What follows belongs to an exercise in optimizing a design on an open flow for small area, a short achievable clock period and few clock cycles; a production flow would make more cautious choices. Only simulation tests tie the RTL to the original design; equivalence was not proved. Power and IR drop assume default switching activity.

Setup of red:
==> flow/design.v (excerpt) <==
module line_edit_buffer (
    input  logic               i_clk,
    input  logic               i_rst_n,
    input  logic               i_cmd_valid,
    output logic               o_cmd_ready,
    input  logic [3:0]         i_cmd_kind,
    input  logic [7:0]         i_cmd_char_in,
    output logic               o_res_valid,
    input  logic               i_res_ready,
    output logic               o_res_accepted,
    output logic [6:0]         o_res_cursor_col,
    output logic [6:0]         o_res_line_length,
    output logic [15:0]        o_res_line_number,
    output logic               o_res_char_valid,
    output logic [7:0]         o_res_char_out,
    output logic               o_res_last
);
export LEC_CHECK = 0
export CAP_MARGIN = 20
export CORE_MARGIN = 2
export CORE_UTILIZATION = 35
export SETUP_SLACK_MARGIN = 2.95
export SLEW_MARGIN = 20
export SYNTH_HIERARCHICAL = 1
create_clock -name core_clock -period 5.0 [get_ports {i_clk}]
standard.sh (not shown) runs the stock make flow with config.mk's settings and CLKGATE_MAP_FILE= SYNTH_SCRIPT=/design/flow/synth_recipe.tcl, a recipe that flattens the netlist after the stock synthesis.
==> flow/flow/run.sh <==
#!/bin/bash
# The standard layout (standard.sh), with two changes:
# - the input and output ports are buffered with buf_2 cells. The default pick,
#   clkdlybuf4s50_1, is a slow delay cell, and the platform's footprint-matched resizing
#   cannot swap it for a faster buffer later.
# - clock tree synthesis clusters up to 20 sinks within 80 um per leaf buffer and adds no
#   dummy loads: about half the clock buffers of the default, with the same insertion delay
#   and flip-flop clock slews near 90 ps.
# The whole make output goes to run_standard.log here; ORFS keeps each step's log under orfs/logs.
set -euo pipefail
export BUFFER_PORTS_ARGS="-buffer_cell sky130_fd_sc_hd__buf_2"
export CTS_ARGS="-sink_clustering_enable -repair_clock_nets -sink_clustering_size 20 -sink_clustering_max_diameter 80 -dont_use_dummy_load"
bash standard.sh > run_standard.log 2>&1
Testbench counts of red, summed over its fixed seeds: cycles 21,059.
For blue, these inputs were changed with respect to red:
==> flow/flow/run.sh <==
#!/bin/bash
# The standard layout (standard.sh), with two changes:
# - the input and output ports are buffered with buf_4 cells. The default pick,
#   clkdlybuf4s50_1, is a slow delay cell, and the platform's footprint-matched resizing
#   cannot swap it for a faster buffer later.
# - clock tree synthesis clusters up to 20 sinks within 80 um per leaf buffer and adds no
#   dummy loads: about half the clock buffers of the default, with the same insertion delay
#   and flip-flop clock slews near 90 ps.
# The whole make output goes to run_standard.log here; ORFS keeps each step's log under orfs/logs.
set -euo pipefail
export BUFFER_PORTS_ARGS="-buffer_cell sky130_fd_sc_hd__buf_4"
export CTS_ARGS="-sink_clustering_enable -repair_clock_nets -sink_clustering_size 20 -sink_clustering_max_diameter 80 -dont_use_dummy_load"
bash standard.sh > run_standard.log 2>&1
-- flow/config.mk --
<<< red, line 10
export CORE_UTILIZATION = 35
export SETUP_SLACK_MARGIN = 2.95
export SLEW_MARGIN = 20
>>> blue, line 10
export CORE_UTILIZATION = 35
export SETUP_SLACK_MARGIN = 2.7
export SLEW_MARGIN = 20
Going from red to blue, cell count fell by 70; power fell by 1.0%; cell area fell by 3.4%; chip height stayed essentially flat; worst hold slack fell by 4.2 ps. Delta(layout overhead on the synthesized area, blue - red) < 0. On blue: clock-cell share of area is 0.17 points higher than what red gave. Post-CTS setup-driven buffer insertion count for blue: 51 down relative to red.
## Diff of input files: green against blue
==> flow/flow/run.sh <==
#!/bin/bash
# The standard layout (standard.sh), with two changes:
# - the input and output ports are buffered with buf_2 cells. The default pick,
#   clkdlybuf4s50_1, is a slow delay cell, and the platform's footprint-matched resizing
#   cannot swap it for a faster buffer later.
# - clock tree synthesis clusters up to 20 sinks within 80 um per leaf buffer and adds no
#   dummy loads: about half the clock buffers of the default, with the same insertion delay
#   and flip-flop clock slews near 90 ps.
# The whole make output goes to run_standard.log here; ORFS keeps each step's log under orfs/logs.
set -euo pipefail
export BUFFER_PORTS_ARGS="-buffer_cell sky130_fd_sc_hd__buf_2"
export CTS_ARGS="-sink_clustering_enable -repair_clock_nets -sink_clustering_size 20 -sink_clustering_max_diameter 80 -dont_use_dummy_load"
bash standard.sh > run_standard.log 2>&1
-- flow/config.mk --
<<< blue, line 10
export CORE_UTILIZATION = 35
export SETUP_SLACK_MARGIN = 2.7
export SLEW_MARGIN = 20
>>> green, line 10
export CORE_UTILIZATION = 35
export SETUP_SLACK_MARGIN = 2.8
export SLEW_MARGIN = 20
## What came out
- green | stages: all done | timing, DRC, antenna: all pass
- ~same area of combinational cells with multiple inputs in green and blue
- Diff blue -> green | relative max-transition margin | decrease of 0.68 points
- Summary of green over blue: non-clock buffer count went up by 23%; worst-case setup margin in the final layout went up by 75 ps; met2 wire length went up by about 1.8%; total power draw was more or less identical.
- The more densely filled core belongs to green, not blue.
- Of green and blue, the run reporting the lower critical path data arrival time was blue.
- green vs. blue: routed wire length +690 microns, maximum vdd drop -10%, combinational power share +0.6 points.

static timing again, ports no longer ideal:
The flow's constraints put no driver on any port. The routed layouts listed below were extracted and timed again, unchanged, in two steps. Step 1 sets driving cells, clkbuf_16 on the clock port and buf_2 on the other inputs (assumed; they add their load-dependent delay and slew). Step 2, shift: input delay + t, output delay - t, t = (earliest + latest rising clock arrival at the registers) / 2. This alone moves slack from input paths to output paths. Slacks: ideal ports / drivers / drivers and shift; pairs: ideal ports / drivers.
run	shift t [ns]	slack for setup (ns)	worst setup path after step 2	clock arrival spread, ns	worst register clock-pin slew, ns
red	0.653	2.808 / 2.740 / 2.508	input to register	0.034 / 0.033	0.09 / 0.09
blue	0.650	2.731 / 2.668 / 2.363	input to register	0.047 / 0.046	0.10 / 0.10
green	0.662	2.806 / 2.756 / 2.261	input to register	0.046 / 0.046	0.10 / 0.10
After both steps setup and hold are still met in every run listed. For green, which loses most, drivers alone change the setup slack by -0.050 ns; drivers and shift together by -0.545 ns.
